Source: an optimization exercise on an open RTL-to-GDS flow (aim: small area, a short achievable clock period and few clock cycles per item). Production flows keep margins and buffers that such runs may drop.
In this exercise RTL edits were held to simulation tests only and were not proved equivalent to the original.
The clock input has no modelled driver; a real chip could not lean on it and would need a root buffer or a full tree.
Power figures rest on the tool's default switching activity, not on a simulated workload.

run 1:
// if_fetch
module if_fetch
#(
    parameter if_fetch_pkg::inst_addr_bus_t RESET_PC = if_fetch_pkg::RESET_PC_DEFAULT
) (
    input  logic           clk,
    input  logic           rst,
    input  logic           stall_in,
    input  logic           branch_flag_in,
    input  if_fetch_pkg::inst_addr_bus_t branch_target_in,
    input  logic           mem_busy_in,
    input  logic           get_inst_in,
    input  if_fetch_pkg::inst_addr_bus_t inst_pc_in,
    input  if_fetch_pkg::inst_bus_t      inst_in,
    output logic           if_req_out,
    output if_fetch_pkg::inst_addr_bus_t addr_if_out,
    output if_fetch_pkg::inst_addr_bus_t pc_out,
    output if_fetch_pkg::inst_bus_t      inst_out,
    output logic           inst_valid_out,
    output logic           if_stall_req_out
);
==> flow/config.mk <==
export PLATFORM = sky130hd
export DESIGN_NAME = if_fetch
export DESIGN_NICKNAME = if_fetch
export VERILOG_FILES = /design/flow/design.v
export SDC_FILE = /design/flow/constraint.sdc
export NUM_CORES = 4
export LEC_CHECK = 0
export CAP_MARGIN = 20
export CORE_MARGIN = 2
export CORE_UTILIZATION = 65
export PLACE_DENSITY = 0.75
export SETUP_SLACK_MARGIN = 4.8
export SLEW_MARGIN = 20
==> flow/constraint.sdc <==
create_clock -name core_clock -period 7.0 [get_ports {clk}]
set_input_delay 1.4000 -clock core_clock [delete_from_list [all_inputs] [get_ports {clk}]]
set_output_delay 1.4000 -clock core_clock [all_outputs]
set_load 0.01 [all_outputs]
standard.sh (not shown) runs the stock make flow with config.mk's settings and CLKGATE_MAP_FILE= SYNTH_SCRIPT=/design/flow/synth_recipe.tcl, a recipe that flattens the netlist after the stock synthesis.
==> flow/flow/run.sh <==
#!/bin/bash
set -euo pipefail
bash standard.sh \
  BUFFER_PORTS_ARGS="-buffer_cell sky130_fd_sc_hd__buf_1" \
  MCTS_GROUPS=4 MCTS_CELL=sky130_fd_sc_hd__clkbuf_16 \
  PRE_CTS_TCL="$PWD/flow/manual_cts.tcl" \
  finish > standard_flow.log 2>&1
Other scripts of this flow, unchanged in this note and not shown: flow/flow/manual_cts.tcl
Testbench counts of run 1, summed over its fixed seeds: cycles 204,393, insts 34,194.
Input-level comparison between run 2 and run 1:
Settings: changing CORE_UTILIZATION from 65 to 40; changing SETUP_SLACK_MARGIN from 4.8 to 4.6; removing PLACE_DENSITY (formerly 0.75).
Results
End point of the critical path = fetch_lo_q[5]: run 1; end point of the critical path = inst_valid_out: run 2. When the final numbers for run 1 and run 2 were put side by side, the internal cell power turned out to be smaller in run 2. Relative to run 1, the cell count of run 2 is higher by 22. Run 1 vs run 2, class of the most critical setup path: primary input to register vs register to primary output. Summary of run 2 over run 1: wire length of the first global-routing pass shows a reduction of 200 um; routed wire length per instance -about 7%; number of placement rows went up; final area shows a reduction of about 3.5%; initial standard-cell utilization of the core lost 26 points. Looking at final RePlAce weighted congestion, run 2 sits 0.83% lower than run 1 does. Compared with run 1, in run 2 maximum number of pins on one net before global-route repair went up by 36%, wire length down about 3%.
#### Input delta (run 3 over run 2)
Settings: SETUP_SLACK_MARGIN now 4.8, was 4.6; CAP_MARGIN now 0, was 20; SLEW_MARGIN now 0, was 20.
Notes after the runs:
- [compare] base=run 2 new=run 3: via count grew by 16; placement-stage worst setup slack held steady; register-to-register setup slack grew by 0.04 ns; first-iteration DRC count shrank by 7; synthesized area held steady.
- The run showing the greater global-route usage is run 3.
- Comparing run 2 and run 3, the lower global-route met2 utilization was measured on run 2.
- Run 3 vs run 2, timing endpoint of the critical path: addr_if_out[30] vs inst_valid_out
- Compared with run 2, run 3 shows a post-route non-filler standard cell count that is 8 higher.
- Against run 2, run 3 reports a sequential share of layout area that is lower.
- Width of the die: run 3 vs run 2, no meaningful difference
- Compared with run 2, total non-filler cell area in the finished layout in run 3 increased by a few percent.
Changes in run 4 relative to run 3:
Settings: swapping 0 for 20 in SLEW_MARGIN; swapping 4.8 for 4.9 in SETUP_SLACK_MARGIN; swapping 0 for 20 in CAP_MARGIN.
==> notes.md <==
The final layouts of run 4 and run 3 pass the timing, DRC and antenna checks. Taking run 3 as 1.0, run 4 lands at 1.11 on wire length. Worst hold path stage count, run 4 and run 3, lower one = run 3. Final hold violation count: run 3 vs run 4 identical. Between run 4 and run 3, it is run 4 whose final critical delay including setup and external delays is lower, by 0.015 ns. Register cell area after layout, run 4 vs run 3: down slightly.
The inputs of run 5 differ from those of run 4 as listed below.
Settings: changing SETUP_SLACK_MARGIN from 4.9 to 4.8.
--- outcome ---
Having completed the whole flow, run 5 delivered a layout that passed the timing, DRC and antenna checks.
Route | run 5 vs run 4 | wire shorter in run 5
Worst hold path stage count for run 5 is lower than for run 4.
Combined area of the multi-input logic cells, run 5 vs run 4: down by a few percent
Measured against each other, run 5 and run 4 differ in global-route total usage across every layer, the higher figure coming from run 4.
| clock latency reported for the late side of the worst-skew pair | run 5 vs run 4 | ≈ equal |
Power per cell area: lower on run 4
On ratio of final minimum period to clock period, the lower figure sits with run 4, not run 5.
Run 4 → run 5: combinational cell fraction of total power shows a reduction of 6.8 points, worst hold slack shows an increase of 0.013 ns.
No run of this note takes its clock network from TritonCTS; it comes from the design's own scripts or RTL.

[re-timing with driven ports]
Ports are ideal in the flow. The routed layouts listed here were re-timed in OpenROAD.
Step 1: set_driving_cell puts a clkbuf_16 on clk and a buf_2 on each other input, an assumption about the parent block.
Step 2 times the ports against the registers' clock, not the clock port: input delays grow and output delays shrink by t, the midpoint of the rising clock arrivals with the driver on.
Slacks: ideal / step 1 / step 2; pairs: ideal / step 1.
run | t, ns | setup slack, ns | worst setup path after step 2 | worst data-port slew with drivers (ns)
run 1 | 0.216 | 4.775 / 4.755 / 4.619 | input to register | 0.06
run 2 | 0.213 | 4.684 / 4.613 / 4.579 | input to register | 0.05
run 3 | 0.215 | 4.822 / 4.750 / 4.669 | input to register | 0.06
run 4 | 0.216 | 4.838 / 4.812 / 4.644 | input to register | 0.05
run 5 | 0.215 | 4.822 / 4.750 / 4.669 | input to register | 0.06
After both steps every run listed still meets setup and hold. For run 4, which loses most, drivers alone change the setup slack by -0.026 ns; drivers and shift together by -0.194 ns.
